Background: an optimization exercise with open tools, aiming at small area, a short achievable clock period and few clock cycles per item. Do not read the settings as production practice. Only simulation tests tie the RTL to the original design; equivalence was not proved.

## trans_chroma_pipe
module trans_chroma_pipe (
  input  logic        clk,
  input  logic        rst_n,
  input  logic        in_valid,
  output logic        in_ready,
  input  logic [7:0]  y_in,
  input  logic [15:0] c_in,
  output logic [7:0]  lut_y,
  output logic        lut_rd_en,
  input  logic [39:0] lut_mean,
  input  logic [39:0] lut_width,
  output logic        out_valid,
  input  logic        out_ready,
  output logic [39:0] out_data
);
Size: about 2200 cells after synthesis, roughly 280 flip-flops, ~160 I/O pins, roughly 25000 um2 of cells after synthesis.
==> flow/config.mk <==
export PLATFORM = sky130hd
export DESIGN_NAME = trans_chroma_pipe
export DESIGN_NICKNAME = trans_chroma_pipe
export VERILOG_FILES = /design/flow/design.v
export SDC_FILE = /design/flow/constraint.sdc
export NUM_CORES = 4
export LEC_CHECK = 0
export CAP_MARGIN = 20
export CORE_MARGIN = 2
export CORE_UTILIZATION = 40
export CTS_BUF_LIST = sky130_fd_sc_hd__clkbuf_16
export CTS_CLUSTER_DIAMETER = 150
export CTS_CLUSTER_SIZE = 24
export SETUP_SLACK_MARGIN = 3.65
export SLEW_MARGIN = 20
==> flow/constraint.sdc <==
create_clock -name core_clock -period 7.0 [get_ports {clk}]
set_input_delay 1.4000 -clock core_clock [delete_from_list [all_inputs] [get_ports {clk}]]
set_output_delay 1.4000 -clock core_clock [all_outputs]
set_load 0.01 [all_outputs]
standard.sh (not shown) runs the stock make flow with config.mk's settings and CLKGATE_MAP_FILE= SYNTH_SCRIPT=/design/flow/synth_recipe.tcl, a recipe that flattens the netlist after the stock synthesis.
==> flow/flow/run.sh <==
#!/bin/bash
# The standard layout with two changes:
#  - synthesis skips the ABC pass of Yosys's generic "synth" fine stage, so the
#    full adders are extracted from the RTL's own XOR/majority structure
#    (registers are untouched; ORFS's own ABC mapping still runs afterwards);
#  - the port buffers buffer_ports inserts are plain buf_1 cells.
set -euo pipefail
bash standard.sh SYNTH_ARGS=-noabc BUFFER_PORTS_ARGS="-buffer_cell sky130_fd_sc_hd__buf_1" finish > standard.log 2>&1
Testbench counts at the start, summed over its fixed seeds: cycles 16,032, pixels 16,000.
Edit:
PLACE_DENSITY = 0.75   (was unset)
Die area does not change.
Wire length went up by 3.2%.
Via count goes up by 4.0%.
Area after synthesis stays the same.
Cell area stays flat.
Core utilization hardly moves.
Worst hold slack improves by 0.037 ns.
Global-route usage went up by 0.33 points.
Edit:
CTS_BUF_LIST = sky130_fd_sc_hd__clkbuf_8   (was sky130_fd_sc_hd__clkbuf_16)
CTS_CLUSTER_DIAMETER = unset   (was 150)
CTS_CLUSTER_SIZE = unset   (was 24)
PLACE_DENSITY = unset   (was 0.75)
SETUP_SLACK_MARGIN = 3.8   (was 3.65)
Outcome: The changed run passed the timing, design-rule and antenna checks; fmax grows by 2.2%; clock-buffer cell count rose by 38; die area is unchanged; core utilization goes up by 2.7 points; area after synthesis stays the same.
Edit:
CTS_BUF_LIST = sky130_fd_sc_hd__clkbuf_16   (was sky130_fd_sc_hd__clkbuf_8)
CTS_CLUSTER_DIAMETER = 150   (was unset)
CTS_CLUSTER_SIZE = 24   (was unset)
PLACE_DENSITY = 0.5   (was unset)
SETUP_SLACK_MARGIN = 3.65   (was 3.8)
What happened: Routed wire length drops by about 2%; count of clock-buffer cells in the layout drops by 36; worst setup slack gets worse by 0.049 ns; via count drops by about 5%; non-clock buffer count drops by 92; final area drops by about 4.3%; core utilization drops by 2.0 points; global-route usage drops by 0.15 points.
Edit:
PLACE_DENSITY = unset   (was 0.5)
SETUP_SLACK_MARGIN = 3.8   (was 3.65)
Result:
- routed wire length climbs slightly
- clock-buffer cell count drops by 2
- global-route usage drops by 0.27 points
- design area climbs by a few percent
- final cell count climbs by a few percent
- setup slack is better by 0.049 ns
- via count climbs by a few percent
- core utilization climbs by 1.2 points
- die area is unchanged
- non-clock buffer count climbs by 101
Edit:
CTS_BUF_LIST = sky130_fd_sc_hd__clkbuf_4   (was sky130_fd_sc_hd__clkbuf_16)
CTS_CLUSTER_DIAMETER = unset   (was 150)
CTS_CLUSTER_SIZE = 20   (was 24)
SETUP_SLACK_MARGIN = 3.5   (was 3.8)
Result: Core utilization decreases by 1.8 points; via count decreases by a few percent; global-route usage decreases by 1.2 points; setup slack gets worse by 0.21 ns; maximum frequency decreases by a few percent; flip-flop and latch count stays the same.

static timing again, ports no longer ideal:
Ports are ideal in the flow. The routed layouts listed here were re-timed in OpenROAD. Step 1: set_driving_cell puts a clkbuf_16 on clk and a buf_2 on each other input, an assumption about the parent block. Step 2 adds t to the input delays and takes it off the output delays; t is the mean of the earliest and latest rising clock arrival at the registers after step 1. Input paths then give back, and output paths get back, about the clock's delay inside the block. Slacks: ideal / step 1 / step 2; pairs: ideal / step 1.
run	t, ns	slack for setup (ns)	cell pins on the clock port's net
the first run	0.576	3.740 / 3.718 / 3.470	1
the second run	0.581	3.682 / 3.682 / 3.327	1
the third run	0.684	3.753 / 3.718 / 3.149	1
the fourth run	0.593	3.704 / 3.683 / 3.377	1
the fifth run	0.580	3.753 / 3.717 / 3.277	1
the sixth run	0.816	3.545 / 3.545 / 3.499	1
After both steps every run listed still meets setup and hold. For the third run, which loses most, drivers alone change the setup slack by -0.035 ns; drivers and shift together by -0.604 ns.
